Background: an optimization exercise with open tools, aiming at small area and a short achievable clock period. Do not read the settings as production practice.
RTL that was checked went through simulation tests only; none was proved equivalent to the original.
The RTL of runs 2 and 5 was laid out without a check of its function. The clock port is modelled as an ideal driver; clocking choices that lean on that would not hold on a real chip.

**config.mk**
```make
export PLATFORM = sky130hd
export DESIGN_NAME = ga_engine
export DESIGN_NICKNAME = ga_engine
export VERILOG_FILES = /design/flow/design.v
export SDC_FILE = /design/flow/constraint.sdc
export NUM_CORES = 4
export LEC_CHECK = 0
export CAP_MARGIN = 20
export CORE_MARGIN = 2
export CORE_UTILIZATION = 45
export SLEW_MARGIN = 20
```
**constraint.sdc**
```tcl
create_clock -name core_clock -period 14.0 [get_ports {clk}]
set_input_delay 2.8000 -clock core_clock [delete_from_list [all_inputs] [get_ports {clk}]]
set_output_delay 2.8000 -clock core_clock [all_outputs]
set_load 0.01 [all_outputs]
```
**design.v**
```verilog
package ga_pkg;
    typedef enum logic [3:0] {
        IDLE, INIT_GEN, EVAL_REQ, EVAL_WAIT, GEN_END,
        SEL_A, SEL_B, XOVER, MUTATE, DONE
    } ga_state_t;
    localparam logic [31:0] LFSR_TAPS = 32'h8020_0003;
    function automatic logic [63:0] fit_min(input int unsigned w);
        fit_min = 64'd1 << (w - 1);
    endfunction
endpackage
import ga_pkg::*;
module ga_lfsr32
(
    input  logic        clk,
    input  logic        reset_n,
    input  logic        load,
    input  logic        en,
    input  logic [31:0] seed,
    output logic [31:0] q
);
    always_ff @(posedge clk or negedge reset_n) begin
        if (!reset_n)
            q <= '0;
        else if (load)
            q <= (seed == '0) ? 32'h1 : seed;
        else if (en)
            q <= {1'b0, q[31:1]} ^ (q[0] ? LFSR_TAPS : '0);
    end
endmodule
import ga_pkg::*;
module ga_engine
#(
    parameter int unsigned CHROM_W    = 32,
    parameter int unsigned FIT_W      = 27,
    parameter int unsigned POP_SIZE   = 16,
    parameter int unsigned MAX_GEN    = 100,
    parameter int unsigned MUT_THRESH = 8,
    localparam int unsigned GEN_W     = (MAX_GEN > 0) ? $clog2(MAX_GEN + 1) : 1
) (
    input  logic               clk,
    input  logic               reset_n,
    input  logic [31:0]        seed,
    input  logic               start,
    output logic               busy,
    output logic               done,
    output logic [GEN_W-1:0]   generation,
    output logic [CHROM_W-1:0] best,
    output logic [FIT_W-1:0]   best_fit,
    output logic               fit_req_valid,
    input  logic               fit_req_ready,
    output logic [CHROM_W-1:0] fit_req_chrom,
    input  logic               fit_rsp_valid,
    input  logic [FIT_W-1:0]   fit_rsp_fit
);
    localparam int unsigned IDX_W = $clog2(POP_SIZE);
    localparam int unsigned NN    = POP_SIZE - 1;      
    localparam logic [FIT_W-1:0] FIT_MIN = {1'b1, {(FIT_W-1){1'b0}}};
    logic s_idle, s_init, s_req, s_wait, s_gend, s_sela, s_selb, s_xov, s_mut, s_done;
    logic [31:0]        rng;
    logic               init_gen;
    logic [IDX_W-1:0]   idx;
    logic [CHROM_W-1:0] cand, pa;
    logic [IDX_W-1:0]   ridx;
    logic [4:0]         xp_r;
    logic               start_ok;
    logic [GEN_W-1:0]   gen_next;
    logic               last_gen;
    assign start_ok      = start && (s_idle || s_done);
    assign gen_next      = init_gen ? generation : generation + 1'b1;
    assign last_gen      = (gen_next == GEN_W'(MAX_GEN));
    assign fit_req_chrom = cand;
    ga_lfsr32 u_lfsr (
        .clk     (clk),
        .reset_n (reset_n),
        .load    (start_ok),
        .en      (busy),
        .seed    (seed),
        .q       (rng)
    );
    logic [CHROM_W-1:0] best_r;
    logic [FIT_W-1:0]   bf_r, rsp_r;
    logic               ins;                  
    logic               f_gt2, f_eq2, f_gt1, f_eq1, f_gt0;
    logic               upd;
    logic [FIT_W-1:0]   fi, bi;
    assign fi = {~fit_rsp_fit[FIT_W-1], fit_rsp_fit[FIT_W-2:0]};
    assign bi = {~bf_r[FIT_W-1], bf_r[FIT_W-2:0]};
    always_ff @(posedge clk) begin
        rsp_r <= fit_rsp_fit;
    end
    always_ff @(posedge clk or negedge reset_n) begin
        if (!reset_n) begin
            ins   <= 1'b0;
            f_gt2 <= 1'b0; f_eq2 <= 1'b0;
            f_gt1 <= 1'b0; f_eq1 <= 1'b0;
            f_gt0 <= 1'b0;
        end else begin
            ins   <= s_wait && fit_rsp_valid;
            f_gt2 <= fi[26:18] > bi[26:18];
            f_eq2 <= fi[26:18] == bi[26:18];
            f_gt1 <= fi[17:9] > bi[17:9];
            f_eq1 <= fi[17:9] == bi[17:9];
            f_gt0 <= fi[8:0] > bi[8:0];
        end
    end
    assign upd      = ins && (f_gt2 || (f_eq2 && (f_gt1 || (f_eq1 && f_gt0))));
    assign best     = upd ? cand  : best_r;
    assign best_fit = upd ? rsp_r : bf_r;
    always_ff @(posedge clk or negedge reset_n) begin
        if (!reset_n) begin
            best_r <= '0;
            bf_r   <= '0;
        end else if (start_ok) begin
            best_r <= '0;
            bf_r   <= FIT_MIN;
        end else begin
            best_r <= best;
            bf_r   <= best_fit;
        end
    end
    logic [CHROM_W-1:0] n_chrom [NN];
    logic [FIT_W-1:0]   n_fit   [NN];
    logic [IDX_W-1:0]   n_rank  [NN];
    logic [CHROM_W-1:0] c_chrom [POP_SIZE];
    logic [IDX_W-1:0]   c_rank  [POP_SIZE];
    logic [NN-1:0]      lt, gt, valid;
    logic [IDX_W-1:0]   cnt;
    logic               pend;
    assign pend = ins && !s_gend;     
    always_comb begin
        cnt = '0;
        for (int j = 0; j < NN; j++) begin
            lt[j]    = $signed(n_fit[j]) < $signed(rsp_r);
            gt[j]    = $signed(rsp_r) < $signed(n_fit[j]);
            valid[j] = s_gend || ((j + 2) <= idx);
            cnt      = cnt + IDX_W'(valid[j] && lt[j]);
        end
    end
    always_ff @(posedge clk) begin
        for (int j = 0; j < NN; j++) begin
            if (j == 0 && s_gend && !last_gen) begin
                n_chrom[j] <= best;
                n_fit[j]   <= best_fit;
                n_rank[j]  <= '0;
            end else if (pend && idx == IDX_W'(j + 1)) begin
                n_chrom[j] <= cand;
                n_fit[j]   <= rsp_r;
                n_rank[j]  <= cnt;
            end else if (pend && valid[j] && gt[j]) begin
                n_rank[j]  <= n_rank[j] + 1'b1;
            end
        end
        if (s_gend) begin
            for (int j = 0; j < NN; j++) begin
                c_chrom[j] <= n_chrom[j];
                c_rank[j]  <= n_rank[j] + IDX_W'(gt[j]);
            end
            c_chrom[NN] <= cand;
            c_rank[NN]  <= cnt;
        end
    end
    logic [IDX_W-1:0]   r1, r2, winner;
    assign r1     = rng[IDX_W-1:0];
    assign r2     = rng[16 +: IDX_W];
    assign winner = (c_rank[r2] > c_rank[r1]) ? r2 : r1;
    logic [CHROM_W-1:0] rd_chrom;
    assign rd_chrom = c_chrom[ridx];
    always_ff @(posedge clk) begin
        ridx <= winner;
        pa   <= rd_chrom;
    end
    logic [31:0] rng_nx;
    logic [4:0]  xp_nx;
    assign rng_nx = {1'b0, rng[31:1]} ^ (rng[0] ? LFSR_TAPS : '0);
    assign xp_nx  = 5'(({8'b0, rng_nx[31:8]} % (CHROM_W - 1)) + 1);
    always_ff @(posedge clk) begin
        xp_r <= xp_nx;
    end
    logic [CHROM_W-1:0] xmask, child, mutated;
    logic [4:0]         mpos;
    assign mpos = rng[12:8];
    always_comb begin
        xmask   = {CHROM_W{1'b1}} << xp_r;
        child   = (pa & xmask) | (rd_chrom & ~xmask);
        mutated = cand;
        if (rng[7:0] < 8'(MUT_THRESH))
            mutated = cand ^ ({{(CHROM_W-1){1'b0}}, 1'b1} << mpos);
    end
    always_ff @(posedge clk or negedge reset_n) begin
        if (!reset_n) begin
            s_idle <= 1'b1; s_init <= 1'b0; s_req  <= 1'b0; s_wait <= 1'b0; s_gend <= 1'b0;
            s_sela <= 1'b0; s_selb <= 1'b0; s_xov  <= 1'b0; s_mut  <= 1'b0; s_done <= 1'b0;
            busy          <= 1'b0;
            done          <= 1'b0;
            generation    <= '0;
            fit_req_valid <= 1'b0;
            init_gen      <= 1'b0;
            idx           <= '0;
            cand          <= '0;
        end else begin
            s_init <= 1'b0; s_gend <= 1'b0; s_sela <= 1'b0; s_selb <= 1'b0;
            s_xov  <= 1'b0; s_mut  <= 1'b0;
            if ((s_idle || s_done) && start) begin
                s_idle     <= 1'b0;
                s_done     <= 1'b0;
                s_init     <= 1'b1;
                busy       <= 1'b1;
                done       <= 1'b0;
                generation <= '0;
                idx        <= '0;
                init_gen   <= 1'b1;
            end
            if (s_init) begin
                cand          <= rng[CHROM_W-1:0];
                fit_req_valid <= 1'b1;
                s_req         <= 1'b1;
            end
            if (s_req && fit_req_ready) begin
                fit_req_valid <= 1'b0;
                s_req         <= 1'b0;
                s_wait        <= 1'b1;
            end
            if (s_wait && fit_rsp_valid) begin
                s_wait <= 1'b0;
                if (idx == IDX_W'(POP_SIZE - 1)) begin
                    s_gend <= 1'b1;
                end else begin
                    idx    <= idx + 1'b1;
                    s_init <= init_gen;
                    s_sela <= !init_gen;
                end
            end
            if (s_gend) begin
                init_gen   <= 1'b0;
                generation <= gen_next;
                if (last_gen) begin
                    s_done <= 1'b1;
                    busy   <= 1'b0;
                    done   <= 1'b1;
                end else begin
                    idx    <= IDX_W'(1);
                    s_sela <= 1'b1;
                end
            end
            if (s_sela) s_selb <= 1'b1;
            if (s_selb) s_xov  <= 1'b1;
            if (s_xov) begin
                cand  <= child;
                s_mut <= 1'b1;
            end
            if (s_mut) begin
                cand          <= mutated;
                fit_req_valid <= 1'b1;
                s_req         <= 1'b1;
            end
        end
    end
endmodule
```
**run.sh**
```bash
#!/bin/bash
# synth_recipe.tcl (not shown) runs the flow's synth.tcl, then flattens the netlist and writes it again
# the make line also repeats each setting of config.mk as NAME=value (left out here)
make -C /OpenROAD-flow-scripts/flow DESIGN_CONFIG=/design/flow/config.mk WORK_HOME=/design/flow/orfs CLKGATE_MAP_FILE= SYNTH_SCRIPT=/design/flow/synth_recipe.tcl finish
```
==> results of run 1 <==
worst min-delay path by stage:
stage / startpoint / to / slack (ns) / cells after the start
5_1_grt: s_selb / s_xov / 0.36 / 0
3_5_place_dp: s_sela / s_selb / 0.34 / 0
4_1_cts: s_sela / s_selb / 0.35 / 0
6_report: s_sela / s_selb / 0.35 / 0
3_3_place_gp: s_selb / s_xov / 0.34 / 0
2_1_floorplan: s_sela / s_selb / 0.33 / 0
sequential cells by signal, indices dropped and copies added, names as in the netlist, 4 cells and up:
register,count
pa,32
c_rank,64
u_lfsr.q,32
bf_r,27
n_rank,60
n_fit,405
ridx,4
best_r,32
idx,4
cand,32
rsp_r,27
xp_r,5
generation,7
c_chrom,512
n_chrom,480
area by class of cell:
cell class	count	area, µm²	area share (%)
flip-flops and latches	1742	50830	57.47
clock buffers	245	4940	5.584
clock inverters	92	952.2	1.076
diodes	4	10.01	0.01132
repair buffers	296	2669	3.017
well taps	2310	2890	3.268
multi-input cells	3281	24160	27.31
inverters	529	2003	2.265
layout by cell type (no fill, tap or decap), types with 95 or more instances in the layout:
master | Yosys | routed
nor2_1 | 217 | 207
ha_1 | 495 | 495
edfxtp_1 | 1517 | 1517
o21ai_0 | 359 | 357
a21oi_1 | 255 | 254
buf_4 | 7 | 130
nand4_1 | 127 | 127
nor2b_1 | 96 | 95
nand2_1 | 321 | 319
a22oi_1 | 186 | 186
nand3_1 | 162 | 162
mux2i_1 | 135 | 135
clkbuf_16 | 0 | 181
inv_1 | 527 | 515
dfrtp_1 | 152 | 148
nand2b_1 | 96 | 96
clkdlybuf4s50_1 | 0 | 163
cells by family (layout without fill, tap and decap cells):
kind of cell | Yosys count | after routing | synth area share (%)
xor+xnor | 105 | 105 | 1.292
mux | 171 | 171 | 2.322
other cells | 0 | 4 | 0
flops | 1742 | 1742 | 65.50
buf+inv | 727 | 1162 | 3.599
simple gates | 1214 | 1214 | 7.903
compound gates | 1284 | 1284 | 11.11
fa+ha+maj | 507 | 507 | 8.269
worst register-to-register path, delay by kind of cell, from the launching register on:
family | cells | cell delay [ns]
AO/OA/AOI/OAI | 20 | 5.28
adder cells (fa/ha/maj) | 3 | 0.94
buffers and inverters | 3 | 0.51
AND/OR/NAND/NOR | 11 | 2.73
flip-flops | 1 | 0.59
multiplexers | 4 | 1.28
XOR/XNOR | 4 | 0.88
per-stage QoR:
| stage | utilization [%] | hold WS [ns] | worst slack, ns | area, µm² |
|---|---|---|---|---|
| 3_5_place_dp | 48.10 | 0.3379 | 1.733 | 82510 |
| 5_1_grt | 51.56 | 0.3634 | 0.9241 | 88440 |
| 3_3_place_gp | 48.10 | 0.3357 | 1.730 | 82510 |
| 6_report | 51.56 | 0.3480 | 1.629 | 88450 |
| 4_1_cts | 51.53 | 0.3507 | 1.678 | 88400 |
| 2_1_floorplan | - | 0.3312 | 1.609 | 77600 |
metal layers:
layer | GRT usage, % | wire length (µm)
met1 | 32.26 | 90770
met2 | 43.01 | 109600
met3 | 3.206 | 11170
met4 | 7.828 | 6422
met5 | 0 | 0
==> notes.md, run 1 <==
max cap viols 0; Worst Path Required 14.69 ns; WP buf/inv 3; Clock Sinks 1742; hold_buf cts 0; core area 171500 µm²; initial antenna violation count 2; CTS root buf clkbuf_16; first-pass GRT wire length 318300 µm; RR Startpoint u_lfsr.q[0]; vias per std cell 5.685; syn avg cell area 13.49 µm²; WL final 218000 µm; Final TNS setup 0 ns; Port Buffers 164; Max FO, Critical Path 19; r2r setup slk 1.63 ns; Async S/R FF share, synth 8.783%; post-route ant nets 0; Finished Layout Cells 8499; Skew-Pair Late Insertion Delay 0.85 ns; hpwl dp 136500 µm; CP Class flop to flop; Worst Path Arrival 13.07 ns; Clk pin slew, worst setup/hold paths 0.06 ns; placed cell count 8157; register area share after synthesis 65.50%; Worst Skew 0.05737 ns; Levels on crit path 45; Die W 419.3 µm; CTS Buf Count 180; cell family with most CP delay compound AO/OA/AOI/OAI gates; Slew HR 23.03%; Area growth, synth to finish 14.00%; cell mode on critical path ha_1; largest net degree at the start of global routing 204; drt wl/cell 25.65 µm; RSZ-0062 raised after global routing no; reg-to-reg endpoint xp_r[4]; vias in the first global route 47200; H-tree depth 4; status complete, no violations; number of iterations in the first detailed-routing pass 6; Tmin final 12.37 ns; CTS tree done; DRC Markers 0; Syn Nets 6319; layout cells sized above 1 8.892%; worst min path class flop to flop; Synth Register Bits 1742; startpoint types flop; Setup Fix Bufs, Post-CTS 0; cell taking the most area after synthesis edfxtp_1; crit path capture xp_r[4]; total track usage 24.79%; Post-Syn Area 77590 µm²; RePlAce Congestion 0.8714; crit end category flop; clk buf depth 3; Post-CTS Resized 0; Die Area 175800 µm²; fmax 80.83 MHz; synth warn 7; Setup violations, final 0; worst reg2reg path depth 45; Starting Density 45.23%; slowest stage cell, crit path dfrtp_1; DR iter-0 viols 4536; Syn Inst Count 5750; Synth area leaders edfxtp_1 (59%), ha_1 (8.0%), dfrtp_1 (4.9%), inv_1 (2.5%), o21ai_0 (2.3%); CP max stage delay 0.59 ns; Final Max Tran Viols 0; Worst Setup SP u_lfsr.q[0]; EDFF count, synth 1517; final global-route overflow total 0; top cell type's share of synthesized area 58.71%; Die Ht 419.3 µm; Slew @ Worst Pin 1.155 ns; Nets 6599; Rows 152; Yosys cell types 120; synth cell count leaders edfxtp_1 (1517), inv_1 (527), ha_1 (495); # fillers 14640; fin crit share 88.37%; via count 48320; IO Count 165; count of final hold-check violations 0; most frequent cell after synthesis edfxtp_1; top_reg_cell synth edfxtp_1
==> inputs of run 2 (changes only) <==
--- a/design.v
+++ b/design.v
@@ -55,6 +55,33 @@
     localparam int unsigned IDX_W = $clog2(POP_SIZE);
     localparam int unsigned NN    = POP_SIZE - 1;      
     localparam logic [FIT_W-1:0] FIT_MIN = {1'b1, {(FIT_W-1){1'b0}}};
+    function automatic logic [1:0] cmp_s(input logic [FIT_W-1:0] a, input logic [FIT_W-1:0] b);
+        logic [31:0] g, e;
+        g = '0;
+        e = '1;
+        for (int i = 0; i < FIT_W; i++) begin
+            g[i] = (i == FIT_W - 1) ? (!a[i] && b[i]) : (a[i] && !b[i]);
+            e[i] = !(a[i] ^ b[i]);
+        end
+        for (int w = 16; w >= 1; w = w / 2) begin
+            for (int k = 0; k < w; k++) begin
+                g[k] = g[2*k+1] || (e[2*k+1] && g[2*k]);
+                e[k] = e[2*k+1] && e[2*k];
+            end
+        end
+        cmp_s = {g[0], e[0]};
+    endfunction
+    function automatic logic [3:0] popcnt15(input logic [14:0] v);
+        logic [1:0] s1 [8];
+        logic [2:0] s2 [4];
+        logic [3:0] s3 [2];
+        logic [15:0] x;
+        x = {1'b0, v};
+        for (int i = 0; i < 8; i++) s1[i] = {1'b0, x[2*i]} + {1'b0, x[2*i+1]};
+        for (int i = 0; i < 4; i++) s2[i] = {1'b0, s1[2*i]} + {1'b0, s1[2*i+1]};
+        for (int i = 0; i < 2; i++) s3[i] = {1'b0, s2[2*i]} + {1'b0, s2[2*i+1]};
+        popcnt15 = s3[0] + s3[1];
+    endfunction
     logic s_idle, s_init, s_req, s_wait, s_gend, s_sela, s_selb, s_xov, s_mut, s_done;
     logic [31:0]        rng;
     logic               init_gen;
@@ -77,45 +104,27 @@
         .seed    (seed),
         .q       (rng)
     );
-    logic [CHROM_W-1:0] best_r;
-    logic [FIT_W-1:0]   bf_r, rsp_r;
+    logic [FIT_W-1:0]   rsp_r;
     logic               ins;                  
-    logic               f_gt2, f_eq2, f_gt1, f_eq1, f_gt0;
-    logic               upd;
-    logic [FIT_W-1:0]   fi, bi;
-    assign fi = {~fit_rsp_fit[FIT_W-1], fit_rsp_fit[FIT_W-2:0]};
-    assign bi = {~bf_r[FIT_W-1], bf_r[FIT_W-2:0]};
+    logic [1:0]         bgt;
+    assign bgt = cmp_s(fit_rsp_fit, best_fit);
     always_ff @(posedge clk) begin
         rsp_r <= fit_rsp_fit;
     end
     always_ff @(posedge clk or negedge reset_n) begin
         if (!reset_n) begin
-            ins   <= 1'b0;
-            f_gt2 <= 1'b0; f_eq2 <= 1'b0;
-            f_gt1 <= 1'b0; f_eq1 <= 1'b0;
-            f_gt0 <= 1'b0;
+            ins      <= 1'b0;
+            best     <= '0;
+            best_fit <= '0;
         end else begin
-            ins   <= s_wait && fit_rsp_valid;
-            f_gt2 <= fi[26:18] > bi[26:18];
-            f_eq2 <= fi[26:18] == bi[26:18];
-            f_gt1 <= fi[17:9] > bi[17:9];
-            f_eq1 <= fi[17:9] == bi[17:9];
-            f_gt0 <= fi[8:0] > bi[8:0];
-        end
-    end
-    assign upd      = ins && (f_gt2 || (f_eq2 && (f_gt1 || (f_eq1 && f_gt0))));
-    assign best     = upd ? cand  : best_r;
-    assign best_fit = upd ? rsp_r : bf_r;
-    always_ff @(posedge clk or negedge reset_n) begin
-        if (!reset_n) begin
-            best_r <= '0;
-            bf_r   <= '0;
-        end else if (start_ok) begin
-            best_r <= '0;
-            bf_r   <= FIT_MIN;
-        end else begin
-            best_r <= best;
-            bf_r   <= best_fit;
+            ins <= s_wait && fit_rsp_valid;
+            if (start_ok) begin
+                best     <= '0;
+                best_fit <= FIT_MIN;
+            end else if (s_wait && fit_rsp_valid && bgt[1]) begin
+                best     <= cand;
+                best_fit <= fit_rsp_fit;
+            end
         end
     end
     logic [CHROM_W-1:0] n_chrom [NN];
@@ -123,19 +132,19 @@
     logic [IDX_W-1:0]   n_rank  [NN];
     logic [CHROM_W-1:0] c_chrom [POP_SIZE];
     logic [IDX_W-1:0]   c_rank  [POP_SIZE];
-    logic [NN-1:0]      lt, gt, valid;
+    logic [NN-1:0]      lt_r, gt_r;
     logic [IDX_W-1:0]   cnt;
     logic               pend;
     assign pend = ins && !s_gend;     
-    always_comb begin
-        cnt = '0;
+    always_ff @(posedge clk) begin
         for (int j = 0; j < NN; j++) begin
-            lt[j]    = $signed(n_fit[j]) < $signed(rsp_r);
-            gt[j]    = $signed(rsp_r) < $signed(n_fit[j]);
-            valid[j] = s_gend || ((j + 2) <= idx);
-            cnt      = cnt + IDX_W'(valid[j] && lt[j]);
-        end
-    end
+            logic [1:0] c;
+            c = cmp_s(fit_rsp_fit, n_fit[j]);
+            lt_r[j] <= (j < idx) && c[1];
+            gt_r[j] <= (j < idx) && !c[1] && !c[0];
+        end
+    end
+    assign cnt = popcnt15(lt_r);
     always_ff @(posedge clk) begin
         for (int j = 0; j < NN; j++) begin
             if (j == 0 && s_gend && !last_gen) begin
@@ -146,14 +155,14 @@
                 n_chrom[j] <= cand;
                 n_fit[j]   <= rsp_r;
                 n_rank[j]  <= cnt;
-            end else if (pend && valid[j] && gt[j]) begin
+            end else if (pend && gt_r[j]) begin
                 n_rank[j]  <= n_rank[j] + 1'b1;
             end
         end
         if (s_gend) begin
             for (int j = 0; j < NN; j++) begin
                 c_chrom[j] <= n_chrom[j];
-                c_rank[j]  <= n_rank[j] + IDX_W'(gt[j]);
+                c_rank[j]  <= n_rank[j] + IDX_W'(gt_r[j]);
             end
             c_chrom[NN] <= cand;
             c_rank[NN]  <= cnt;
@@ -169,12 +178,18 @@
         ridx <= winner;
         pa   <= rd_chrom;
     end
-    logic [31:0] rng_nx;
-    logic [4:0]  xp_nx;
-    assign rng_nx = {1'b0, rng[31:1]} ^ (rng[0] ? LFSR_TAPS : '0);
-    assign xp_nx  = 5'(({8'b0, rng_nx[31:8]} % (CHROM_W - 1)) + 1);
-    always_ff @(posedge clk) begin
-        xp_r <= xp_nx;
+    function automatic logic [31:0] lfsr_step(input logic [31:0] x);
+        lfsr_step = {1'b0, x[31:1]} ^ (x[0] ? LFSR_TAPS : '0);
+    endfunction
+    logic [31:0] rng_n2;
+    logic [7:0]  xs_r;
+    logic [5:0]  xt;
+    assign rng_n2 = lfsr_step(lfsr_step(rng));
+    assign xt     = 6'(xs_r[7:5]) + 6'(xs_r[4:0]);
+    always_ff @(posedge clk) begin
+        xs_r <= 8'(rng_n2[12:8]) + 8'(rng_n2[17:13]) + 8'(rng_n2[22:18]) +
+                8'(rng_n2[27:23]) + 8'(rng_n2[31:28]);
+        xp_r <= (xt >= 6'd31) ? 5'(xt - 6'd30) : 5'(xt + 6'd1);
     end
     logic [CHROM_W-1:0] xmask, child, mutated;
     logic [4:0]         mpos;
==> run 2 against run 1 <==
Still clean on timing, DRC and antenna. Flip-flop and latch count increased by 33. Sequential share of layout area is 0.82 points higher. Non-clock buffer count is 21 higher. Via count grew 0.68%. Die area decreased by 0.53%. Wire length grew 11%. Register-to-register slack improved by 7.6 ns. Cell count down 3.7%. Critical endpoint is now fit_req_chrom[8]. Highest routed layer is now met5.
==> notes.md, run 2 <==
status complete, no violations (unchanged); post-route ant nets 0 (unchanged); EDFF count, synth 1517 (unchanged); Placement Setup Slack 7.702 ns (was 1.733 ns); Final WS setup 8.477 ns (was 1.629 ns); Setup violations, final 0 (unchanged); reg-to-reg endpoint c_chrom[13][8] (was xp_r[4]); RR Startpoint s_gend (was u_lfsr.q[0]); Nets 6395 (was 6599); WHS Endpoint s_xov (was s_selb); Final Max Tran Viols 0 (unchanged); RePlAce Congestion 0.9381 (was 0.8714); largest register by flop count c_chrom (unchanged); H-tree depth 4 (unchanged); r2r setup slk 9.22 ns (was 1.63 ns); first-pass GRT wire length 343100 µm (was 318300 µm); Port Buffers 164 (unchanged); Worst Skew 0.05781 ns (was 0.05737 ns); Setup Fix Bufs, Post-CTS 0 (unchanged); cell family with most CP delay flip-flops (was compound AO/OA/AOI/OAI gates); fin crit share 39.45% (was 88.37%); WP buf/inv 1 (was 3); Hold Path Origin s_selb (was s_sela); IO Count 165 (unchanged); drt wl/cell 29.51 µm (was 25.65 µm); most frequent cell after synthesis edfxtp_1 (unchanged); Area growth, synth to finish 14.45% (was 14.00%); Slew @ Worst Pin 1.164 ns (was 1.155 ns); Levels on crit path 1 (was 45); cells along the critical path clkdlybuf4s50_1; hold_buf cts 0 (unchanged); top flop regs c_chrom x512, n_chrom x480, n_fit x405 (unchanged); CP Class flop to output port (was flop to flop); most frequent cells in the layout edfxtp_1 (1517), ha_1 (504), inv_1 (489), a21oi_1 (296), o21ai_0 (260) (was edfxtp_1 (1517), inv_1 (515), ha_1 (495), o21ai_0 (357), nand2_1 (319)); Slew HR 22.37% (was 23.03%); register area share after synthesis 66.67% (was 65.50%); Post-Syn Area 77180 µm² (was 77590 µm²); Worst Path Arrival 2.72 ns (was 13.07 ns); Post-CTS Resized 0 (unchanged); Skew-Pair Late Insertion Delay 0.86 ns (was 0.85 ns); fmax 181.1 MHz (was 80.83 MHz); largest net degree at the start of global routing 100 (was 204); Final TNS setup 0 ns (unchanged); CP max stage delay 1.05 ns (was 0.59 ns); Clk pin slew, worst setup/hold paths 0.07 ns (was 0.06 ns); # fillers 14220 (was 14640); vias in the first global route 47300 (was 47200); Die Ht 418.1 µm (was 419.3 µm); top cell type's share of synthesized area 59.02% (was 58.71%); Async S/R FF share, synth 8.338% (was 8.783%); layout cells sized above 1 10.44% (was 8.892%); worst min path class flop to flop (unchanged); syn avg cell area 14.00 µm² (was 13.49 µm²); Die W 418.1 µm (was 419.3 µm); Synth Register Bits 1775 (was 1742); number of iterations in the first detailed-routing pass 6 (unchanged); CTS tree done (unchanged); cell taking the most area after synthesis edfxtp_1 (unchanged); synth cell count leaders edfxtp_1 (1517), ha_1 (504), inv_1 (495) (was edfxtp_1 (1517), inv_1 (527), ha_1 (495)); Tmin final 5.523 ns (was 12.37 ns); Hold Path Depth 0 (unchanged); WL final 241600 µm (was 218000 µm); Worst Setup SP cand[8] (was u_lfsr.q[0]); hpwl dp 158700 µm (was 136500 µm); startpoint types flop (unchanged); worst reg2reg path depth 4 (was 45); Starting Density 45.44% (was 45.23%); register area 51480 µm² (was 50830 µm²); synth warn 10 (was 7); Syn Inst Count 5512 (was 5750); clk buf depth 3 (unchanged); commonest non-fill, non-tap cell in the layout edfxtp_1 (unchanged); Max FO, Critical Path 20 (was 19); max reg flops 512 (unchanged); max cap viols 0 (unchanged); Die Area 174800 µm² (was 175800 µm²); top_reg_cell synth edfxtp_1 (unchanged); area taken by multi-input logic gates 23170 µm² (was 24160 µm²); RSZ-0062 raised after global routing no (unchanged); slowest stage cell, crit path dfrtp_1 (unchanged); DR iter-0 viols 5219 (was 4536); Synth area leaders edfxtp_1 (59%), ha_1 (8.2%), dfrtp_1 (4.8%), dfxtp_1 (2.9%), inv_1 (2.4%) (was edfxtp_1 (59%), ha_1 (8.0%), dfrtp_1 (4.9%), inv_1 (2.5%), o21ai_0 (2.3%)); crit end category output port (was flop); vias per std cell 5.943 (was 5.685); Clock Sinks 1775 (was 1742); Yosys cell types 90 (was 120); CTS Buf Count 184 (was 180); DRC Markers 0 (unchanged); count of final hold-check violations 0 (unchanged); total track usage 27.48% (was 24.79%); Worst Path Required 11.20 ns (was 14.69 ns); CTS root buf clkbuf_16 (unchanged); initial antenna violation count 5 (was 2); Syn Nets 6102 (was 6319); final global-route overflow total 0 (unchanged); Rows 151 (was 152); via count 48650 (was 48320); core area 169800 µm² (was 171500 µm²)
-- run 2: changes by cell type in the layout (fill, tap and decap cells not counted), moves of 41 or more --
cell      delta
mux2_2      +80
and3_1      +43
nand2_1     -86
mux2i_1     -41
nand2b_1    -55
a22oi_1    -116
o21ai_0     -97
nor2b_1     -48
a21o_1      +90
a21oi_1     +42
nand4_1     -64
-- run 2: worst max-delay path by stage --
stage / endpoint / slack [ns]
final: fit_req_chrom[8] / 8.48
after CTS: fit_req_chrom[8] / 8.39
after floorplan: n_chrom[0][0] / 3.87
after global routing: best[26] / 8.39
after detailed placement: best[24] / 7.70
after global placement: best[26] / 7.03
-- run 2: layer usage --
layer / up-vias / track usage, % / wire length (µm)
li1: 21510 / - / -
met1: 24670 / 35.03 / 94530
met2: 2008 / 46.92 / 120200
met3: 465 / 3.918 / 15730
met4: 2 / 11.58 / 11090
met5: - / 0 / 11
-- run 2: final cells by class --
| cell class | count | area share [%] |
|---|---|---|
| flip-flops and latches | 1775 | 58.28 |
| multi-input cells | 3030 | 26.23 |
| inverters | 497 | 2.126 |
| clock inverters | 108 | 1.431 |
| clock buffers | 239 | 5.594 |
| diodes | 2 | 0.005666 |
| repair buffers | 317 | 3.186 |
| well taps | 2218 | 3.142 |
-- run 2: cell families after synthesis --
kind of cell / count (synthesis) / share of synthesized area, %
AND/OR/NAND/NOR: 984 / 6.517
buffers and inverters: 707 / 3.562
flip-flops: 1775 / 66.67
multiplexers: 207 / 2.926
AO/OA/AOI/OAI: 1233 / 10.67
XOR/XNOR: 80 / 0.9078
adder cells (fa/ha/maj): 526 / 8.741
-- run 2: metrics by stage --
stage               instance area [µm²]  cells  hold slack [ns]  utilization (%)
global placement                  82080   7835           0.3373            48.32
finish                            88330   8186           0.2959            52.01
global route                      88330   8184           0.3102            52.00
floorplan                         77180   5512           0.3312                -
detailed placement                82090   7835           0.3363            48.33
CTS                               88290   8182           0.2919            51.98
==> inputs of run 3 (changes only) <==
--- a/design.v
+++ b/design.v
@@ -71,17 +71,6 @@
         end
         cmp_s = {g[0], e[0]};
     endfunction
-    function automatic logic [3:0] popcnt15(input logic [14:0] v);
-        logic [1:0] s1 [8];
-        logic [2:0] s2 [4];
-        logic [3:0] s3 [2];
-        logic [15:0] x;
-        x = {1'b0, v};
-        for (int i = 0; i < 8; i++) s1[i] = {1'b0, x[2*i]} + {1'b0, x[2*i+1]};
-        for (int i = 0; i < 4; i++) s2[i] = {1'b0, s1[2*i]} + {1'b0, s1[2*i+1]};
-        for (int i = 0; i < 2; i++) s3[i] = {1'b0, s2[2*i]} + {1'b0, s2[2*i+1]};
-        popcnt15 = s3[0] + s3[1];
-    endfunction
     logic s_idle, s_init, s_req, s_wait, s_gend, s_sela, s_selb, s_xov, s_mut, s_done;
     logic [31:0]        rng;
     logic               init_gen;
@@ -129,49 +118,35 @@
     end
     logic [CHROM_W-1:0] n_chrom [NN];
     logic [FIT_W-1:0]   n_fit   [NN];
-    logic [IDX_W-1:0]   n_rank  [NN];
     logic [CHROM_W-1:0] c_chrom [POP_SIZE];
-    logic [IDX_W-1:0]   c_rank  [POP_SIZE];
-    logic [NN-1:0]      lt_r, gt_r;
-    logic [IDX_W-1:0]   cnt;
+    logic [FIT_W-1:0]   c_fit   [POP_SIZE];
     logic               pend;
-    assign pend = ins && !s_gend;     
-    always_ff @(posedge clk) begin
-        for (int j = 0; j < NN; j++) begin
-            logic [1:0] c;
-            c = cmp_s(fit_rsp_fit, n_fit[j]);
-            lt_r[j] <= (j < idx) && c[1];
-            gt_r[j] <= (j < idx) && !c[1] && !c[0];
-        end
-    end
-    assign cnt = popcnt15(lt_r);
+    assign pend = ins && !s_gend;
     always_ff @(posedge clk) begin
         for (int j = 0; j < NN; j++) begin
             if (j == 0 && s_gend && !last_gen) begin
                 n_chrom[j] <= best;
                 n_fit[j]   <= best_fit;
-                n_rank[j]  <= '0;
             end else if (pend && idx == IDX_W'(j + 1)) begin
                 n_chrom[j] <= cand;
                 n_fit[j]   <= rsp_r;
-                n_rank[j]  <= cnt;
-            end else if (pend && gt_r[j]) begin
-                n_rank[j]  <= n_rank[j] + 1'b1;
             end
         end
         if (s_gend) begin
             for (int j = 0; j < NN; j++) begin
                 c_chrom[j] <= n_chrom[j];
-                c_rank[j]  <= n_rank[j] + IDX_W'(gt_r[j]);
+                c_fit[j]   <= n_fit[j];
             end
             c_chrom[NN] <= cand;
-            c_rank[NN]  <= cnt;
+            c_fit[NN]   <= rsp_r;
         end
     end
     logic [IDX_W-1:0]   r1, r2, winner;
+    logic [1:0]         tc;
     assign r1     = rng[IDX_W-1:0];
     assign r2     = rng[16 +: IDX_W];
-    assign winner = (c_rank[r2] > c_rank[r1]) ? r2 : r1;
+    assign tc     = cmp_s(c_fit[r2], c_fit[r1]);
+    assign winner = tc[1] ? r2 : r1;
     logic [CHROM_W-1:0] rd_chrom;
     assign rd_chrom = c_chrom[ridx];
     always_ff @(posedge clk) begin
==> run 3 against run 2 <==
Still clean. Worst setup slack worse by 0.016 ns. Area after synthesis up 1.1%. Wire length rose by 7.0%. Global-route usage rose by 1.6 points. Cell count shrank 9.5%. Fmax fell by 0.29%. Critical path depth rose by 12. Critical endpoint is now ridx[3].
==> notes.md, run 3 <==
status complete, no violations (unchanged); initial antenna violation count 21 (was 5); IO Count 165 (unchanged); via count 48200 (was 48650); commonest non-fill, non-tap cell in the layout edfxtp_1 (unchanged); Area growth, synth to finish 14.38% (was 14.45%); DRC Markers 0 (unchanged); layout cells sized above 1 12.84% (was 10.44%); Post-Synth Adder-Cell Area 1.511% (was 8.741%); WL final 258500 µm (was 241600 µm); Post-Synth XOR/XNOR Area 0.1684% (was 0.9078%); Slew @ Worst Pin 1.288 ns (was 1.164 ns); max cap viols 0 (unchanged); synth cell count leaders edfxtp_1 (1829), o21ai_0 (220), nand2_1 (212) (was edfxtp_1 (1517), ha_1 (504), inv_1 (495)); first-pass GRT wire length 357400 µm (was 343100 µm); post-route ant nets 0 (unchanged); Worst Path Required 14.72 ns (was 11.20 ns); Final Max Tran Viols 0 (unchanged); max reg flops 512 (unchanged); number of iterations in the first detailed-routing pass 13 (was 6); RR Startpoint u_lfsr.q[3] (was s_gend); Synth area leaders edfxtp_1 (70%), dfrtp_1 (4.7%), a22oi_1 (2.0%), dfxtp_1 (2.0%), mux2_2 (1.6%) (was edfxtp_1 (59%), ha_1 (8.2%), dfrtp_1 (4.8%), dfxtp_1 (2.9%), inv_1 (2.4%)); most frequent cells in the layout edfxtp_1 (1829), o21ai_0 (220), nand2_1 (210), a22oi_1 (209), clkbuf_16 (201) (was edfxtp_1 (1517), ha_1 (504), inv_1 (489), a21oi_1 (296), o21ai_0 (260)); top cell type's share of synthesized area 70.40% (was 59.02%); cell family with most CP delay simple AND/OR/NAND/NOR gates (was flip-flops); drt wl/cell 34.89 µm (was 29.51 µm); CP Class flop to flop (was flop to output port); Starting Density 45.38% (was 45.44%); CTS tree done (unchanged); CTS Buf Count 200 (was 184); Die Area 176700 µm² (was 174800 µm²); Hold Path Origin s_sela (was s_selb); Slew HR 13.74% (was 22.37%); total track usage 29.03% (was 27.48%); Clock Sinks 2053 (was 1775); r2r setup slk 8.46 ns (was 9.22 ns); hold_buf cts 0 (unchanged); # fillers 13960 (was 14220); Port Buffers 164 (unchanged); register area share after synthesis 77.10% (was 66.67%); Skew-Pair Late Insertion Delay 0.87 ns (was 0.86 ns); reg-to-reg endpoint ridx[3] (was c_chrom[13][8]); Util after Layout 51.90% (was 52.01%); Rows 152 (was 151); Async S/R FF share, synth 7.209% (was 8.338%); Syn Inst Count 4695 (was 5512); Synth Register Bits 2053 (was 1775); main combinational cell family by area after synthesis compound AO/OA/AOI/OAI gates (unchanged); crit end category flop (was output port); Worst Skew 0.06961 ns (was 0.05781 ns); Yosys cell types 106 (was 90); DR iter-0 viols 9042 (was 5219); top flop regs c_chrom x512, n_chrom x480, c_fit x432 (was c_chrom x512, n_chrom x480, n_fit x405); Tmin final 5.539 ns (was 5.523 ns); startpoint types flop (unchanged); core area 171900 µm² (was 169800 µm²); worst reg2reg path depth 13 (was 4); cell taking the most area after synthesis edfxtp_1 (unchanged); mux contribution to synthesized area 3.225% (was 2.926%); Die Ht 420.4 µm (was 418.1 µm); count of final hold-check violations 0 (unchanged); syn avg cell area 16.62 µm² (was 14.00 µm²); clk buf depth 3 (unchanged); largest register by flop count c_chrom (unchanged); H-tree depth 4 (unchanged); WHS Endpoint s_selb (was s_xov); CP max stage delay 0.96 ns (was 1.05 ns); Post-CTS Resized 0 (unchanged); slowest stage cell, crit path nor2_2 (was dfrtp_1); Hold Path Depth 0 (unchanged); EDFF count, synth 1829 (was 1517); fmax 180.6 MHz (was 181.1 MHz); most frequent cell after synthesis edfxtp_1 (unchanged); WP buf/inv 1 (unchanged); Die W 420.4 µm (was 418.1 µm); vias in the first global route 46140 (was 47300); Nets 5081 (was 6395); Synth Area in Compound Gates 10.54% (was 10.67%); cells along the critical path nor2_2 -> and2_1 -> buf_4 -> a222oi_1 -> nand4_1 -> o21ai_0 -> ha_1 -> and4_1 -> nand3_1 -> nor4_1 -> o311ai_1 -> a21oi_2 -> mux2_1 (was clkdlybuf4s50_1); Worst Path Arrival 6.26 ns (was 2.72 ns); Setup violations, final 0 (unchanged); top_reg_cell synth edfxtp_1 (unchanged); RePlAce Congestion 0.9613 (was 0.9381); worst min path class flop to flop (unchanged); Setup Fix Bufs, Post-CTS 0 (unchanged); post-synthesis simple-gate area fraction 5.358% (was 6.517%); Final TNS setup 0 ns (unchanged); hpwl dp 155200 µm (was 158700 µm); vias per std cell 6.503 (was 5.943); CTS root buf clkbuf_16 (unchanged); Clk pin slew, worst setup/hold paths 0.06 ns (was 0.07 ns); Post-Syn Area 78010 µm² (was 77180 µm²); Syn Nets 4846 (was 6102); Max FO, Critical Path 34 (was 20); final global-route overflow total 0 (unchanged); synth warn 6 (was 10); RSZ-0062 raised after global routing no (unchanged); largest net degree at the start of global routing 180 (was 100); fin crit share 39.56% (was 39.45%)
## run 3: cell type report
type	count	area, µm²	area share (%)
Clock inverter	114	1259	1.411
Clock buffer	258	5294	5.933
Inverter	74	277.8	0.3113
Sequential cell	2053	60180	67.45
Tap cell	2310	2890	3.239
Multi-Input combinational cell	2286	16490	18.48
Antenna cell	1	2.502	0.002804
Timing Repair Buffer	315	2840	3.183
## run 3: worst max path at each step
stage | slack (ns) | end | cells after the start | start
6_report | 8.46 | ridx[3] | 13 | u_lfsr.q[3]
5_1_grt | 8.48 | fit_req_chrom[31] | 1 | cand[31]
4_1_cts | 8.51 | fit_req_chrom[14] | 1 | cand[14]
3_5_place_dp | 8.24 | best[4] | 9 | fit_rsp_fit[13]
3_3_place_gp | 8.11 | best[19] | 7 | fit_rsp_fit[24]
2_1_floorplan | 4.58 | busy | 3 | s_gend
## run 3: layer usage
metal / global-route usage [%] / wire length [µm] / up-vias
met5: 0 / 107 / -
met4: 10.44 / 10130 / 12
met3: 8.920 / 36520 / 684
met2: 41.73 / 111200 / 3770
met1: 41.67 / 100600 / 24420
li1: - / - / 19310
## run 3: cells by family after synthesis
kind of cell             Yosys count
AO/OA/AOI/OAI                   1150
XOR/XNOR                          15
adder cells (fa/ha/maj)           87
buffers and inverters            356
flip-flops                      2053
multiplexers                     223
AND/OR/NAND/NOR                  811
## run 3: worst register-to-register path, stage by stage, from the launching register on
cell and delay, ns:
dfrtp_4 0.67, nor2_2 0.98, and2_1 0.71, buf_4 0.39, a222oi_1 0.15, nand4_1 0.17, o21ai_0 0.24, ha_1 0.43
and4_1 0.18, nand3_1 0.19, nor4_1 0.34, o311ai_1 0.20, a21oi_2 0.40, mux2_1 0.37
## run 3: per-stage QoR
| stage | instances | instance area (µm²) | setup slack (ns) | hold WS [ns] |
|---|---|---|---|---|
| global route | 7411 | 89230 | 8.475 | 0.3635 |
| detailed placement | 7036 | 82630 | 8.237 | 0.3347 |
| finish | 7411 | 89230 | 8.461 | 0.3485 |
| global placement | 7034 | 82600 | 8.113 | 0.3364 |
| floorplan | 4695 | 78020 | 4.577 | 0.3312 |
| CTS | 7408 | 89180 | 8.506 | 0.3420 |
==> inputs of run 4 (changes only) <==
==> flow/run.sh (new file) <==
#!/bin/bash
# Standard ORFS layout (the standard.sh, unchanged synthesis), with the timing repair
# asked to leave a larger setup margin so the design is optimised below the 14 ns constraint.
set -euo pipefail
MARGIN=$(cat flow/margin.txt)
bash standard.sh SETUP_SLACK_MARGIN=$MARGIN finish > flow_make.log 2>&1
==> flow/margin.txt (new file) <==
10
==> standard.sh (new file) <==
#!/bin/bash
# synth_recipe.tcl (not shown) runs the flow's synth.tcl, then flattens the netlist and writes it again
# the make line also repeats each setting of config.mk as NAME=value (left out here)
make -C /OpenROAD-flow-scripts/flow DESIGN_CONFIG=/design/flow/config.mk WORK_HOME=/design/flow/orfs CLKGATE_MAP_FILE= SYNTH_SCRIPT=/design/flow/synth_recipe.tcl "${@:-finish}"
removed: run.sh
==> run 4 against run 3 <==
Global-route usage grew 2.3 points. Sequential share of layout area shrank 3.9 points. Worst setup slack gained 1.2 ns. First-iteration DRC count grew 4.6%. Worst hold slack gained 0.0071 ns. Clock skew shrank 0.041 ns. Register-to-register slack gained 1.5 ns. Area after synthesis is the same. Flip-flop and latch count is the same. Critical endpoint is now fit_req_chrom[20].
==> notes.md, run 4 <==
largest net degree at the start of global routing 186 (was 180); Die Ht 420.4 µm (unchanged); Skew-Pair Late Insertion Delay 0.86 ns (was 0.87 ns); Setup violations, final 0 (unchanged); Worst Skew 0.02893 ns (was 0.06961 ns); layout cells sized above 1 25.41% (was 12.84%); syn avg cell area 16.62 µm² (unchanged); # fillers 13500 (was 13960); Starting Density 45.38% (unchanged); core area 171900 µm² (unchanged); commonest non-fill, non-tap cell in the layout edfxtp_1 (unchanged); CTS root buf clkbuf_16 (unchanged); cell taking the most area after synthesis edfxtp_1 (unchanged); worst reg2reg path depth 15 (was 13); Async S/R FF share, synth 7.209% (unchanged); max cap viols 0 (unchanged); RSZ-0062 raised after global routing yes (was no); Rows 152 (unchanged); Slew @ Worst Pin 1.246 ns (was 1.288 ns); top flop regs c_chrom x512, n_chrom x480, c_fit x432 (unchanged); total track usage 31.34% (was 29.03%); Port Buffers 164 (unchanged); Die W 420.4 µm (unchanged); drt wl/cell 37.04 µm (was 34.89 µm); DRC Markers 0 (unchanged); Die Area 176700 µm² (unchanged); Met3 Wirelength 41740 µm (was 36520 µm); vias in the first global route 47770 (was 46140); post-route ant nets 0 (unchanged); Clock Sinks 2053 (unchanged); count of final hold-check violations 0 (unchanged); worst min path class flop to flop (unchanged); largest register by flop count c_chrom (unchanged); number of iterations in the first detailed-routing pass 13 (unchanged); crit end category output port (was flop); WL final 286600 µm (was 258500 µm); Worst Path Required 11.20 ns (was 14.72 ns); Syn Nets 4846 (unchanged); Post-Syn Area 78010 µm² (unchanged); CTS Buf Count 197 (was 200); RR Startpoint u_lfsr.q[2] (was u_lfsr.q[3]); r2r setup slk 9.96 ns (was 8.46 ns); Nets 5407 (was 5081); first-pass GRT wire length 382200 µm (was 357400 µm); clk buf depth 3 (unchanged); fmax 228.0 MHz (was 180.6 MHz); top_reg_cell synth edfxtp_1 (unchanged); synth cell count leaders edfxtp_1 (1829), o21ai_0 (220), nand2_1 (212) (unchanged); Final Max Tran Viols 0 (unchanged); max reg flops 512 (unchanged); vias per std cell 6.681 (was 6.503); initial antenna violation count 19 (was 21); H-tree depth 4 (unchanged); Slew HR 16.95% (was 13.74%); DR top layer met5 (unchanged); Hold Path Depth 0 (unchanged); RePlAce Congestion 0.9558 (was 0.9613); Max FO, Critical Path 2 (was 34); WHS Endpoint s_xov (was s_selb); Hold Path Origin s_selb (was s_sela); via count 51690 (was 48200); DR iter-0 viols 9459 (was 9042); Clk pin slew, worst setup/hold paths 0.06 ns (about the same); met2 routed WL 120500 µm (was 111200 µm); register area share after synthesis 77.10% (unchanged); Worst Path Arrival 1.59 ns (was 6.26 ns); DRT met1 WL 109300 µm (was 100600 µm); most frequent cells in the layout edfxtp_1 (1829), buf_4 (320), clkbuf_16 (213), a22oi_1 (209), nand2_1 (203) (was edfxtp_1 (1829), o21ai_0 (220), nand2_1 (210), a22oi_1 (209), clkbuf_16 (201)); Area growth, synth to finish 21.63% (was 14.38%); Final TNS setup 0 ns (unchanged); CTS tree done (unchanged); register area 60270 µm² (was 60180 µm²); Yosys cell types 106 (unchanged); EDFF count, synth 1829 (unchanged); fin crit share 31.33% (was 39.56%); area taken by multi-input logic gates 18230 µm² (was 16490 µm²); hpwl dp 155000 µm (was 155200 µm); top cell type's share of synthesized area 70.40% (unchanged); Final WS setup 9.613 ns (was 8.461 ns); reg-to-reg endpoint ridx[3] (unchanged); CP Class flop to output port (was flop to flop); startpoint types flop (unchanged); Syn Inst Count 4695 (unchanged); Tmin final 4.387 ns (was 5.539 ns); IO Count 165 (unchanged); Synth Register Bits 2053 (unchanged); final global-route overflow total 0 (unchanged); status complete, no violations (unchanged); Synth area leaders edfxtp_1 (70%), dfrtp_1 (4.7%), a22oi_1 (2.0%), dfxtp_1 (2.0%), mux2_2 (1.6%) (unchanged); synth warn 6 (unchanged); most frequent cell after synthesis edfxtp_1 (unchanged); Placement Setup Slack 8.146 ns (was 8.237 ns)
[run 4: routing by layer]
metal  up-vias  track usage [%]
li1      20050                -
met1     26170            44.91
met2      4506            44.58
met3       959            9.577
met4         4            12.59
met5         -                0
[run 4: worst max-delay path by stage]
stage,cells after the start,slack (ns),endpoint,from
after floorplan,3,4.60,busy,s_gend
after global placement,9,8.22,best[12],fit_rsp_fit[17]
after detailed placement,8,8.15,best[15],fit_rsp_fit[26]
after CTS,2,9.59,fit_req_chrom[20],cand[20]
after global routing,2,9.59,fit_req_chrom[20],cand[20]
final,2,9.61,fit_req_chrom[20],cand[20]
[run 4: cells by family (layout without fill, tap and decap cells)]
group	count (synthesis)	in the layout	synth area share (%)
other cells	0	7	0
compound gates	1150	1156	10.54
flops	2053	2053	77.10
fa+ha+maj	87	87	1.511
simple gates	811	814	5.358
xor+xnor	15	15	0.1684
buf+inv	356	1072	2.095
mux	223	223	3.225
[run 4: layout make-up]
cell class                      count  area share, %
Sequential cell                  2053          63.52
Multi-Input combinational cell   2295          19.21
Timing Repair Buffer              635          7.289
Clock buffer                      241          5.425
Tap cell                         2310          3.046
Clock inverter                    122          1.199
Inverter                           74         0.2967
Antenna cell                        7        0.01846
[run 4: stage by stage]
step           hold WS (ns)  cells  cell area [µm²]  util, %
2_1_floorplan        0.3312   4695            78100        -
3_3_place_gp         0.3363   7025            82570    48.03
3_5_place_dp         0.3387   7026            82600    48.05
4_1_cts              0.3528   7622            92450    53.77
5_1_grt              0.3587   7730            94870    55.18
6_report             0.3556   7737            94890    55.19
[run 4: timing repair]
item	CTS	global route
hold buffers	0	0
pin swaps	79	172
buffers inserted	198	93
gates cloned	35	15
resized for setup	873	307
endpoints found under the setup margin	282	331
[run 4: critical path, cell delays in order, from the launching register on]
cell and delay, ns:
dfrtp_2 0.44, buf_12 0.16, buf_6 0.12
==> inputs of run 5 (changes only) <==
--- a/design.v
+++ b/design.v
@@ -93,20 +93,13 @@
         .seed    (seed),
         .q       (rng)
     );
-    logic [FIT_W-1:0]   rsp_r;
-    logic               ins;                  
     logic [1:0]         bgt;
     assign bgt = cmp_s(fit_rsp_fit, best_fit);
-    always_ff @(posedge clk) begin
-        rsp_r <= fit_rsp_fit;
-    end
     always_ff @(posedge clk or negedge reset_n) begin
         if (!reset_n) begin
-            ins      <= 1'b0;
             best     <= '0;
             best_fit <= '0;
         end else begin
-            ins <= s_wait && fit_rsp_valid;
             if (start_ok) begin
                 best     <= '0;
                 best_fit <= FIT_MIN;
@@ -120,16 +113,16 @@
     logic [FIT_W-1:0]   n_fit   [NN];
     logic [CHROM_W-1:0] c_chrom [POP_SIZE];
     logic [FIT_W-1:0]   c_fit   [POP_SIZE];
-    logic               pend;
-    assign pend = ins && !s_gend;
+    logic               rsp_take;
+    assign rsp_take = s_wait && fit_rsp_valid;
     always_ff @(posedge clk) begin
         for (int j = 0; j < NN; j++) begin
             if (j == 0 && s_gend && !last_gen) begin
                 n_chrom[j] <= best;
                 n_fit[j]   <= best_fit;
-            end else if (pend && idx == IDX_W'(j + 1)) begin
+            end else if (rsp_take && idx == IDX_W'(j)) begin
                 n_chrom[j] <= cand;
-                n_fit[j]   <= rsp_r;
+                n_fit[j]   <= fit_rsp_fit;
             end
         end
         if (s_gend) begin
@@ -137,8 +130,10 @@
                 c_chrom[j] <= n_chrom[j];
                 c_fit[j]   <= n_fit[j];
             end
+        end
+        if (rsp_take && idx == IDX_W'(NN)) begin
             c_chrom[NN] <= cand;
-            c_fit[NN]   <= rsp_r;
+            c_fit[NN]   <= fit_rsp_fit;
         end
     end
     logic [IDX_W-1:0]   r1, r2, winner;
==> flow/run.sh (replaced) <==
#!/bin/bash
# Standard ORFS layout (the standard.sh, unchanged synthesis), with the timing repair
# asked to leave a larger setup margin so the design is optimised below the 14 ns constraint,
# and clock tree synthesis without dummy loads.
set -euo pipefail
MARGIN=$(cat flow/margin.txt)
bash standard.sh SETUP_SLACK_MARGIN=$MARGIN \
  "CTS_ARGS=-sink_clustering_enable -repair_clock_nets -dont_use_dummy_load" \
  finish > flow_make.log 2>&1
==> run 5 against run 4 <==
Cell count fell by 4.7%. Clock-buffer cell count fell by 40. Fmax fell by 0.68%. Worst setup slack got worse by 0.030 ns. Clock skew rose by 0.086 ns. Still clean on timing, DRC and antenna. Worst hold slack got worse by 0.0097 ns. Design area fell by 3.6%. Largest cell class unchanged. Critical path depth rose by 11.
==> notes.md, run 5 <==
status complete, no violations (unchanged); layout cells sized above 1 22.43% (was 25.41%); most frequent cells in the layout edfxtp_1 (1829), buf_4 (315), nand2_1 (211), clkbuf_16 (202), a22oi_1 (195) (was edfxtp_1 (1829), buf_4 (320), clkbuf_16 (213), a22oi_1 (209), nand2_1 (203)); Post-Synth Adder-Cell Area 1.537% (was 1.511%); Die Ht 416.8 µm (was 420.4 µm); H-tree depth 4 (unchanged); CTS root buf clkbuf_16 (unchanged); CP Class input port to flop (was flop to output port); syn avg cell area 16.89 µm² (was 16.62 µm²); Final WS setup 9.584 ns (was 9.613 ns); top cell type's share of synthesized area 71.62% (was 70.40%); Final Max Tran Viols 0 (unchanged); synth cell count leaders edfxtp_1 (1829), nand2_1 (221), o21ai_0 (199) (was edfxtp_1 (1829), o21ai_0 (220), nand2_1 (212)); main combinational cell family by area after synthesis compound AO/OA/AOI/OAI gates (unchanged); mux contribution to synthesized area 3.898% (was 3.225%); Synth Area in Compound Gates 10.04% (was 10.54%); Starting Density 45.30% (was 45.38%); Yosys cell types 96 (was 106); WL final 282200 µm (was 286600 µm); Post-Syn Area 76690 µm² (was 78010 µm²); CTS tree done (unchanged); Die Area 173700 µm² (was 176700 µm²); Final TNS setup 0 ns (unchanged); Worst Path Arrival 5.11 ns (was 1.59 ns); Max FO, Critical Path 7 (was 2); hpwl dp 154300 µm (was 155000 µm); Synth area leaders edfxtp_1 (72%), dfrtp_1 (4.8%), mux2i_1 (2.4%), a22oi_1 (1.9%), o21ai_0 (1.3%) (was edfxtp_1 (70%), dfrtp_1 (4.7%), a22oi_1 (2.0%), dfxtp_1 (2.0%), mux2_2 (1.6%)); top flop regs c_chrom x512, n_chrom x480, c_fit x432 (unchanged); Area growth, synth to finish 19.30% (was 21.63%); largest register by flop count c_chrom (unchanged); total track usage 32.04% (was 31.34%); Syn Inst Count 4541 (was 4695); Synth Register Bits 2025 (was 2053); max cap viols 0 (unchanged); cell taking the most area after synthesis edfxtp_1 (unchanged); IO Count 165 (unchanged); clk buf depth 3 (unchanged); Post-Synth XOR/XNOR Area 0.1827% (was 0.1684%); Async S/R FF share, synth 7.259% (was 7.209%); Tmin final 4.416 ns (was 4.387 ns); commonest non-fill, non-tap cell in the layout edfxtp_1 (unchanged); register area share after synthesis 77.69% (was 77.10%); largest net degree at the start of global routing 94 (was 186); EDFF count, synth 1829 (unchanged); placed cell count 6843 (was 7026); Die W 416.8 µm (was 420.4 µm); vias in the first global route 46570 (was 47770); first-pass GRT wire length 381900 µm (was 382200 µm); Skew-Pair Late Insertion Delay 0.89 ns (was 0.86 ns); Port Buffers 164 (unchanged); # fillers 13270 (was 13500); synth warn 6 (unchanged); fmax 226.4 MHz (was 228.0 MHz); DR iter-0 viols 8562 (was 9459); Clock Sinks 2025 (was 2053); via count 49340 (was 51690); Worst Path Required 14.70 ns (was 11.20 ns); Clk pin slew, worst setup/hold paths 0.06 ns (about the same); Finished Layout Cells 7373 (was 7737); Slew @ Worst Pin 1.173 ns (was 1.246 ns); core area 169300 µm² (was 171900 µm²); RSZ-0062 raised after global routing yes (unchanged); most frequent cell after synthesis edfxtp_1 (unchanged); post-synthesis simple-gate area fraction 4.722% (was 5.358%); Syn Nets 4692 (was 4846); worst min path class flop to flop (unchanged); Slew HR 21.48% (was 16.95%); crit end category flop (was output port); drt wl/cell 38.28 µm (was 37.04 µm); Rows 151 (was 152); startpoint types input port (was flop); Worst Skew 0.1154 ns (was 0.02893 ns); count of final hold-check violations 0 (unchanged); fin crit share 31.55% (was 31.33%); max reg flops 512 (unchanged); final global-route overflow total 0 (unchanged); RePlAce Congestion 0.9128 (was 0.9558); post-route ant nets 0 (unchanged); DRC Markers 0 (unchanged); number of iterations in the first detailed-routing pass 10 (was 13); Nets 5299 (was 5407); vias per std cell 6.692 (was 6.681); Placement Setup Slack 6.191 ns (was 8.146 ns); Worst Hold Margin 0.3459 ns (was 0.3556 ns); top_reg_cell synth edfxtp_1 (unchanged); initial antenna violation count 16 (was 19); CTS Buf Count 201 (was 197); Setup violations, final 0 (unchanged)
run 5: final timing paths:
check / start / end / slack (ns) / cells past startpoint
max: fit_rsp_fit[23] / best[27] / 9.58 / 13
min: s_sela / s_selb / 0.35 / 0
max reg2reg: u_lfsr.q[19] / ridx[0] / 9.74 / 17
min reg2reg: s_sela / s_selb / 0.35 / 0
max in group asynchronous: reset_n / cand[23] / 10.32 / 3
min in group asynchronous: reset_n / best_fit[17] / 1.92 / 1
run 5: timing repair:
action | 4_1_cts | 5_1_grt
pin swaps | 73 | 40
buffers inserted | 244 | 33
gates cloned | 42 | 1
endpoints found under the setup margin | 1264 | 500
gates resized for setup | 1004 | 90
hold buffers | 0 | 0
run 5: metal layers:
metal	wire length, µm	part of all wire [%]	GRT usage, %	up-vias
met2	117300	42	44.85	4377
li1	-	-	-	19310
met1	103600	37	44.23	24730
met5	124	0.044	0.3890	-
met3	44360	16	11.63	916
met4	16820	6.0	15.58	6
run 5: worst max-delay path, cell delays in order:
cell	delay, ns
buf_6	0.10
buf_12	0.13
ha_4	0.31
nand3_2	0.06
or4_4	0.56
nand2b_4	0.17
a31oi_4	0.19
a211oi_4	0.07
buf_12	0.19
buf_12	0.15
buf_16	0.14
mux2i_1	0.16
nor2_1	0.05
run 5: kinds of logic (layout without fill, tap and decap cells):
kind of cell | Yosys count | in the layout
adder cells (fa/ha/maj) | 87 | 87
multiplexers | 273 | 273
AO/OA/AOI/OAI | 1073 | 1074
flip-flops | 2025 | 2025
AND/OR/NAND/NOR | 750 | 766
other | 0 | 9
buffers and inverters | 317 | 905
XOR/XNOR | 16 | 16
run 5: stage by stage:
| stage | utilization, % | instance area, µm² |
|---|---|---|
| after floorplan | - | 76800 |
| after global placement | 48.07 | 81370 |
| after detailed placement | 48.07 | 81370 |
| after CTS | 53.67 | 90850 |
| after global routing | 54.03 | 91470 |
| final | 54.05 | 91490 |
run 5: layout make-up:
class	count	area, µm²	share of cell area [%]
inverter	71	279.0	0.3050
tap	2218	2775	3.033
clock buffer	201	5030	5.498
multi-input combinational	2216	16730	18.29
sequential	2025	59720	65.27
antenna	9	22.52	0.02462
timing repair buffer	633	6933	7.578
==> inputs of run 6 (changes only) <==
--- a/design.v
+++ b/design.v
@@ -18,12 +18,10 @@
     input  logic [31:0] seed,
     output logic [31:0] q
 );
-    always_ff @(posedge clk or negedge reset_n) begin
-        if (!reset_n)
-            q <= '0;
-        else if (load)
+    always_ff @(posedge clk) begin
+        if (load)
             q <= (seed == '0) ? 32'h1 : seed;
-        else if (en)
+        else
             q <= {1'b0, q[31:1]} ^ (q[0] ? LFSR_TAPS : '0);
     end
 endmodule
==> flow/run.sh (replaced) <==
#!/bin/bash
# Standard ORFS layout (the standard.sh, unchanged synthesis), with the timing repair
# asked to leave a larger setup margin so the design is optimised below the 14 ns constraint,
# and clock tree synthesis with larger sink clusters and no dummy loads.
set -euo pipefail
MARGIN=$(cat flow/margin.txt)
bash standard.sh SETUP_SLACK_MARGIN=$MARGIN \
  "CTS_ARGS=-sink_clustering_enable -repair_clock_nets -dont_use_dummy_load -sink_clustering_size 30 -sink_clustering_max_diameter 100" \
  finish > flow_make.log 2>&1
==> run 6 against run 5 <==
Register-to-register slack lost 0.05 ns. Wire length is 12% higher. Highest routed layer unchanged. First-iteration DRC count grew 21%. Sequential share of layout area up 0.12 points. Critical path type is now flop to flop. Area after synthesis is 0.10% lower. Cell count is 0.27% higher. Global-route usage grew 3.7 points.
==> notes.md, run 6 <==
synth cell count leaders edfxtp_1 (1829), nand2_1 (233), a22oi_1 (198) (was edfxtp_1 (1829), nand2_1 (221), o21ai_0 (199)); count of final hold-check violations 0 (unchanged); status complete, no violations (unchanged); largest net degree at the start of global routing 165 (was 94); Finished Layout Cells 7393 (was 7373); post-route ant nets 0 (unchanged); met1 usage 47.95% (was 44.23%); fin area 91130 µm² (was 91490 µm²); CP Class flop to flop (was input port to flop); drt wl/cell 42.57 µm (was 38.28 µm); Starting Density 45.26% (was 45.30%); fmax 232.3 MHz (was 226.4 MHz); Die Area 173600 µm² (was 173700 µm²); Worst Hold Margin 0.3591 ns (was 0.3459 ns); cell family with most CP delay compound AO/OA/AOI/OAI gates (was simple AND/OR/NAND/NOR gates); clk buf depth 3 (unchanged); cells along the critical path clkinvlp_4 -> ha_4 -> buf_12 -> and2_4 -> buf_4 -> a22o_1 -> a222oi_1 -> a41oi_1 -> ha_1 -> a21o_1 -> a2111oi_4 -> o211ai_2 -> o41ai_4 -> buf_6 -> mux2_1 (was buf_6 -> buf_12 -> ha_4 -> nand3_2 -> or4_4 -> nand2b_4 -> a31oi_4 -> a211oi_4 -> buf_12 -> buf_12 -> buf_16 -> mux2i_1 -> nor2_1); first-pass GRT wire length 418800 µm (was 381900 µm); RSZ-0062 raised after global routing yes (unchanged); Async S/R FF share, synth 5.679% (was 7.259%); register area share after synthesis 77.56% (was 77.69%); placed cell count 6899 (was 6843); number of iterations in the first detailed-routing pass 10 (unchanged); vias in the first global route 47810 (was 46570); Synth Register Bits 2025 (unchanged); Clk pin slew, worst setup/hold paths 0.12 ns (was 0.06 ns); max cap viols 0 (unchanged); Hold Path Depth 0 (unchanged); Yosys cell types 93 (was 96); CP max stage delay 0.44 ns (was 0.56 ns); largest register by flop count c_chrom (unchanged); Setup violations, final 0 (unchanged); H-tree depth 3 (was 4); RePlAce Congestion 1.034 (was 0.9128); cell taking the most area after synthesis edfxtp_1 (unchanged); fin crit share 30.75% (was 31.55%); DR iter-0 viols 10320 (was 8562); Worst Path Arrival 4.93 ns (was 5.11 ns); synth warn 6 (unchanged); GR peak layer met2 (unchanged); Area growth, synth to finish 18.96% (was 19.30%); max reg flops 512 (unchanged); dpl cell area 81620 µm² (was 81370 µm²); Nets 5321 (was 5299); Max FO, Critical Path 6 (was 7); startpoint types flop (was input port)
[run 6: cell count changes after synthesis, moves of 16 or more]
cell	delta
mux2i_1	-115
mux2_1	+53
clkbuf_1	+48
nor2_1	-40
nand3_1	+39
dfrtp_1	-32
dfxtp_1	+32
buf_4	-19
buf_6	-19
o21ai_0	-19
a21oi_1	+16
[run 6: stage by stage]
stage / worst slack, ns / util, %
floorplan: 2.284 / -
global placement: 7.285 / 48.21
detailed placement: 7.397 / 48.22
CTS: 9.716 / 53.45
global route: 9.646 / 53.83
finish: 9.694 / 53.84
[run 6: layout make-up]
| class | instances | area, µm² | share of cell area, % |
|---|---|---|---|
| multi-input cells | 2284 | 18040 | 19.79 |
| diodes | 7 | 17.52 | 0.01922 |
| flip-flops and latches | 2025 | 59600 | 65.40 |
| repair buffers | 714 | 8493 | 9.319 |
| inverters | 67 | 262.8 | 0.2883 |
| clock buffers | 78 | 1952 | 2.142 |
| well taps | 2218 | 2775 | 3.045 |
[run 6: logic make-up (layout without fill, tap and decap cells)]
| group | Yosys count | after routing | synth area share (%) |
|---|---|---|---|
| AOI/OAI and AO/OA | 1144 | 1156 | 10.78 |
| buffers and inverters | 333 | 859 | 1.739 |
| other | 0 | 7 | 0 |
| DFF | 2025 | 2025 | 77.56 |
| xor gates and xnor gates | 15 | 15 | 0.1715 |
| muxes | 202 | 202 | 2.972 |
| adders and majority gates | 87 | 87 | 1.538 |
| and+or+nand+nor | 805 | 824 | 5.234 |
[run 6: metal layers]
metal / up-vias / wire length (µm) / share of wire, %
met1: 25850 / 113100 / 36
met2: 4474 / 131500 / 42
li1: 19510 / - / -
met5: - / 252 / 0.080
met4: 25 / 23250 / 7.4
met3: 1108 / 46640 / 15
[run 6: final timing paths]
kind / startpoint / endpoint
min in group asynchronous: reset_n / cand[3]
setup reg to reg: u_lfsr.q[0] / ridx[2]
hold reg to reg: s_sela / s_selb
hold / removal: s_sela / s_selb
setup / recovery: u_lfsr.q[0] / ridx[2]
max in group asynchronous: reset_n / best_fit[15]
[run 6: repair_timing]
action                     4_1_cts  5_1_grt
resized for setup             1329      128
hold buffers                     0        0
buffers inserted               333       11
gates cloned                    65        0
pin swaps                      189       75
setup endpoints to repair     1418      502

[what the ideal ports hide]
In the flow no input, the clock included, has a driving cell. The finished layouts below were timed again as built, in two steps.
Step 1 (the two cells are an assumption about what drives the block):
set clk [get_ports {clk}]
set_driving_cell -lib_cell sky130_fd_sc_hd__clkbuf_16 $clk
set_driving_cell -lib_cell sky130_fd_sc_hd__buf_2 [delete_from_list [all_inputs] $clk]
Step 2 adds t to the input delays and takes it off the output delays; t is the mean of the earliest and latest rising clock arrival at the registers after step 1. Input paths then give back, and output paths get back, about the clock's delay inside the block.
Slacks: ideal ports / drivers / drivers and shift; pairs: ideal ports / drivers.
run	shift t [ns]	slack for setup (ns)	latest minus earliest clock arrival (ns)	worst register clock-pin slew, ns
run 1	0.904	1.629 / 1.629 / 1.629	0.067 / 0.066	0.07 / 0.07
run 2	0.918	8.477 / 8.392 / 7.671	0.059 / 0.059	0.07 / 0.07
run 3	0.916	8.461 / 8.454 / 8.207	0.077 / 0.076	0.07 / 0.07
run 4	0.922	9.613 / 9.535 / 8.973	0.035 / 0.035	0.07 / 0.07
run 5	0.903	9.584 / 9.540 / 8.730	0.127 / 0.127	0.07 / 0.07
run 6	0.802	9.694 / 9.654 / 9.006	0.089 / 0.089	0.12 / 0.12
After both steps setup and hold are still met in every run listed. For run 5, which loses most, drivers alone change the setup slack by -0.044 ns; drivers and shift together by -0.854 ns.
